Background: an optimization exercise with open tools, aiming at small area, a short achievable clock period and few clock cycles per item. Do not read the settings as production practice. In this exercise RTL edits were held to simulation tests only and were not proved equivalent to the original.

## flow/design.v (module list and top-level ports; edited modules follow where they fit)
// module onu_front: 57 lines
// module onu_div_first: 53 lines
// module onu_div_step: 69 lines
// module onu_fold: 74 lines
// module onu_quant: 58 lines
// module onu_mul_rows: 538 lines
// module oct_normal_encoder_unit: 224 lines
module oct_normal_encoder_unit #(
   parameter int COMP_BITS = 16
) (
   input  logic                                clock,
   input  logic                                reset,
   input  logic                                req_valid,
   output logic                                req_ready,
   input  logic signed [COMP_BITS-1:0]         req_comp_x,
   input  logic signed [COMP_BITS-1:0]         req_comp_y,
   input  logic signed [COMP_BITS-1:0]         req_comp_z,
   output logic                                rsp_valid,
   input  logic                                rsp_ready,
   output logic [onu_pkg::ENC_W-1:0]           rsp_enc_x,
   output logic [onu_pkg::ENC_W-1:0]           rsp_enc_y,
   output logic                                rsp_zero_vector,
   input  logic                                csr_psel,
   input  logic                                csr_penable,
   input  logic                                csr_pwrite,
   input  logic [onu_pkg::CSR_ADDR_W-1:0]      csr_paddr,
   input  logic [onu_pkg::CSR_DATA_W-1:0]      csr_pwdata,
   output logic [onu_pkg::CSR_DATA_W-1:0]      csr_prdata,
   output logic                                csr_pready
);
  // ...
==> flow/run.sh <==
#!/bin/bash
# synth_recipe.tcl (not shown) runs the flow's synth.tcl, then flattens the netlist and writes it again
# the make line also repeats each setting of config.mk as NAME=value (left out here)
make -C /OpenROAD-flow-scripts/flow DESIGN_CONFIG=/design/flow/config.mk WORK_HOME=/design/flow/orfs CLKGATE_MAP_FILE= SYNTH_SCRIPT=/design/flow/synth_recipe.tcl finish
==> flow/config.mk <==
export PLATFORM = sky130hd
export DESIGN_NAME = oct_normal_encoder_unit
export DESIGN_NICKNAME = oct_normal_encoder_unit
export VERILOG_FILES = /design/flow/design.v
export SDC_FILE = /design/flow/constraint.sdc
export NUM_CORES = 4
export LEC_CHECK = 0
export ABC_AREA = 1
export CAP_MARGIN = 20
export CORE_MARGIN = 2
export CORE_UTILIZATION = 55
export PLACE_DENSITY = 0.68
export SETUP_SLACK_MARGIN = 4.4
export SLEW_MARGIN = 20
==> flow/constraint.sdc <==
create_clock -name core_clock -period 7.5 [get_ports {clock}]
set_input_delay 1.5000 -clock core_clock [delete_from_list [all_inputs] [get_ports {clock}]]
set_output_delay 1.5000 -clock core_clock [all_outputs]
set_load 0.01 [all_outputs]
==> impl_metrics.env, run 1 <==
export IMPL_outcome="finished clean"
export IMPL_yosysSeqAreaShare_pct=36.0
export IMPL_slew_headroom_pct=22.8
export IMPL_hold_path_class="reg -> reg"
export IMPL_nonClockBufferCount=252
export IMPL_r2r_start="g_div[1].u_step.out_sum3[8]"
export IMPL_top_layer_used="met4"
export IMPL_post_cts_buffers=19
export IMPL_fin_cells=14805
export IMPL_hold_viol=0
export IMPL_grtUsageTotal_pct=35.5
export IMPL_slowest_stage="edfxtp_1"
export IMPL_grt_use_met2_pct=58.3
export IMPL_wl_met1_mm=131
export IMPL_design_area_um2=108000
export IMPL_first_global_vias=81802
export IMPL_min_delay_path_depth=0
export IMPL_yosys_area_share_simple_pct=25.3
export IMPL_nNetsFinal=13512
export IMPL_die_w_um=428
export IMPL_core_um2=178000
export IMPL_clock_buffers=161
export IMPL_netlist_top_cells_count="3099 x nand2_1, 1511 x inv_1, 1150 x edfxtp_1"
export IMPL_syn2layout_area_growth_pct=9.41
export IMPL_ctsLongestPathBuffers=3
export IMPL_clockNetworkAreaShare_pct=4.18
Testbench counts, summed over its fixed seeds: cycles 16,104, items 16,000.
==> run 2, diff against run 1 <==
--- a/flow/config.mk
+++ b/flow/config.mk
@@ -8,7 +8,7 @@
 export ABC_AREA = 1
 export CAP_MARGIN = 20
 export CORE_MARGIN = 2
-export CORE_UTILIZATION = 55
-export PLACE_DENSITY = 0.68
+export CORE_UTILIZATION = 62
+export PLACE_DENSITY = 0.74
 export SETUP_SLACK_MARGIN = 4.4
 export SLEW_MARGIN = 20
==> impl_metrics.env, run 2 <==
export IMPL_outcome="finished clean"
export IMPL_min_delay_path_depth=0
export IMPL_crit_start="g_div[1].u_step.out_sum3[14]"
export IMPL_htreeDepth=4
export IMPL_fin_crit_sh_pct=41.6
export IMPL_nNetsFinal=13501
export IMPL_r2r_setup_slack_ps=4380
export IMPL_initial_core_util_pct=62.4
export IMPL_min_from="g_div[5].u_step.out_quo_x[0]"
export IMPL_rr_endpoint="g_div[2].u_step.out_rem_x[4]"
export IMPL_synth_top_cell_by_area="edfxtp_1"
export IMPL_hold_end="g_div[6].u_step.out_quo_x[2]"
export IMPL_tns_ps=0
export IMPL_top_regs="g_div.u_step.out_sum3: 113 flops, g_div.u_step.out_rem_x: 102 flops, g_div.u_step.out_rem_y: 102 flops"
export IMPL_final_common_cell="nand2_1"
export IMPL_cp_max_fo=14
export IMPL_postSynth_asyncResetShare_pct=0
export IMPL_fp_dieH_um=403
export IMPL_slew_headroom_pct=21.6
export IMPL_yosysMostFrequentCell="nand2_1"
export IMPL_drc=0
export IMPL_clock_latency_ps=830
export IMPL_clock_skew_ps=54.4
export IMPL_die_w_um=403
export IMPL_vias=89216
export IMPL_hold_path_class="reg -> reg"
export IMPL_yosys_warnings=24
export IMPL_ctsLongestPathBuffers=3
export IMPL_slew_violations=0
export IMPL_worst_slew_pin_slew_ps=1180
export IMPL_largest_reg_flops=113
export IMPL_rows=146
export IMPL_yosysSeqAreaShare_pct=36.0
export IMPL_io_buffers=122
export IMPL_hold_viol=0
export IMPL_die_area_um2=162000
export IMPL_maxCapViolCount=0
export IMPL_netlist_top_cells_count="3099 x nand2_1, 1511 x inv_1, 1150 x edfxtp_1"
export IMPL_criticalPathCategory="reg -> reg"
export IMPL_finalSetupViolations=0
export IMPL_layout_setup_ws_ps=4380
export IMPL_ant_nets=0
export IMPL_final_cell_mix="3099 x nand2_1, 1495 x inv_1, 1150 x edfxtp_1, 902 x ha_1, 864 x nor2_1"
export IMPL_clkTransAtPathRegs_ps=60
export IMPL_top_register="g_div.u_step.out_sum3"
export IMPL_syn_mean_instance_area_um2=8.12
export IMPL_post_drt_via_cell_ratio=6.15
export IMPL_grt_first_pass_wirelength_mm=490
export IMPL_rsz0062_at_grt="no"
export IMPL_cp_end_kind="flip-flop"
export IMPL_min_period_ps=3120
export IMPL_r2r_start="g_div[1].u_step.out_sum3[14]"
export IMPL_ys_ff_latch=1200
export IMPL_worstPathRequired_ps=7820
export IMPL_start_kind="flip-flop"
export IMPL_routedWlPerCell_um=22.6
export IMPL_final_util_pct=67.8
export IMPL_syn_inst=12160
export IMPL_max_freq_mhz=320
export IMPL_overflow=0
export IMPL_drive_above_1_share_pct=6.13
export IMPL_synthTopCellsByArea="edfxtp_1 35%, nand2_1 12%, ha_1 11%"
export IMPL_place_congestion=1.07
export IMPL_r2r_cells=10
export IMPL_synth_edf_count=1150
export IMPL_synth_main_ff_cell="edfxtp_1"
export IMPL_core_um2=158000
export IMPL_cts_root_buffer="clkbuf_16"
export IMPL_routed_wl_mm=328
export IMPL_pre_cts_slack_ps=3590
export IMPL_drtIter0Drc=11009
export IMPL_cts_tree="yes"
export IMPL_numCtsBuffers=131
export IMPL_dp_hpwl_mm=258
export IMPL_grtUsageTotal_pct=39.5
export IMPL_syn2layout_area_growth_pct=8.63
export IMPL_firstDrtPassIters=10
export IMPL_synth_top_area_share_pct=35.0
export IMPL_cts_sinks=1200
export IMPL_first_global_vias=84663
export IMPL_yosysUniqueCellTypes=68
export IMPL_antenna_found_initial=10
export IMPL_num_io_pins=158
export IMPL_grt_max_degree=184
export IMPL_syn_area_um2=98700
export IMPL_crit_arrival_ps=3440
run 2: critical path, cell delays in order, from the launching register on:
cell and delay, ps:
edfxtp_1 480, inv_1 220, ha_1 470, nand2_1 110, nor2_1 190, and2_1 200, nand4_2 130, nand3_4 190
nor2_8 90, nand2_1 70, nand4_1 480
run 2: worst max-delay path by stage:
stage | slack, ps | to | cells past startpoint
finish | 4380 | g_div[2].u_step.out_rem_x[4] | 10
global route | 4390 | u_quant.rx2[17] | 9
CTS | 4400 | g_div[2].u_step.out_rem_y[16] | 10
detailed placement | 3590 | u_quant.ry2[16] | 9
global placement | 3600 | u_quant.ry2[16] | 9
floorplan | -1310 | u_fold.out_valid | 4
run 2: per-stage QoR:
stage | instance area, µm² | hold slack [ps] | std cells
after detailed placement | 102000 | 405 | 14194
after floorplan | 98800 | 400 | 12179
after global routing | 107000 | 418 | 14512
after global placement | 102000 | 400 | 14194
after CTS | 106000 | 417 | 14450
final | 107000 | 413 | 14517
run 2: metal layers:
layer | routed length [µm] | GRT usage [%] | share of wire [%] | vias up
met5 | 98 | 0 | 0.030 | -
met4 | 27700 | 27.7 | 8.5 | 16
met3 | 29900 | 6.92 | 9.1 | 1382
met2 | 149000 | 63.9 | 45 | 4954
met1 | 122000 | 48.1 | 37 | 41187
li1 | - | - | - | 41677
run 2: cell families (layout without fill, tap and decap cells):
group                    Yosys count  after routing  synth area share (%)
XOR/XNOR                         527            527                  4.72
buffers and inverters           1811           2072                  7.41
flip-flops                      1200           1200                  36.0
adder cells (fa/ha/maj)         1078           1078                  15.0
other                              2             26               0.00761
AO/OA/AOI/OAI                   1918           1918                  11.6
AND/OR/NAND/NOR                 5624           5624                  25.3
run 2: timing repair:
item,CTS,global route
setup buffers,12,62
setup endpoints to repair,163,125
gates cloned,4,0
pin swaps,7,15
hold buffers,0,0
resized for setup,104,57
run 2: cell type report:
| cell class | count | area, µm² |
|---|---|---|
| Multi-Input combinational cell | 9168 | 56100 |
| Tap cell | 2072 | 2590 |
| Sequential cell | 1200 | 35600 |
| Antenna cell | 5 | 12.5 |
| Timing Repair Buffer | 249 | 2500 |
| Fill cell | 12734 | 51000 |
| Inverter | 1581 | 6020 |
| Clock inverter | 83 | 1000 |
| Clock buffer | 157 | 3400 |
| Timing Repair inverter | 2 | 13.8 |

==> afterwards: timing with drivers on the ports <==
How much do the figures lean on ideal ports? The routed layouts below were timed once more, with nothing changed but the port constraints. Step 1 assumes that a clkbuf_16 drives the clock port and a buf_2 every other input. Step 2 adds t to the input delays and takes it off the output delays; t is the mean of the earliest and latest rising clock arrival at the registers after step 1. Input paths then give back, and output paths get back, about the clock's delay inside the block. Three values: no drivers, after step 1, after step 2; two values: the first two.
| run | shift t [ns] | setup slack, ns | worst register clock-pin slew, ns |
|---|---|---|---|
| run 1 | 0.911 | 4.384 / 4.372 / 3.695 | 0.07 / 0.07 |
| run 2 | 0.895 | 4.377 / 4.371 / 3.719 | 0.07 / 0.07 |
After both steps every run listed still meets setup and hold. The setup slack of run 1, which loses most, moves by -0.012 ns with the drivers and by -0.689 ns with both steps.
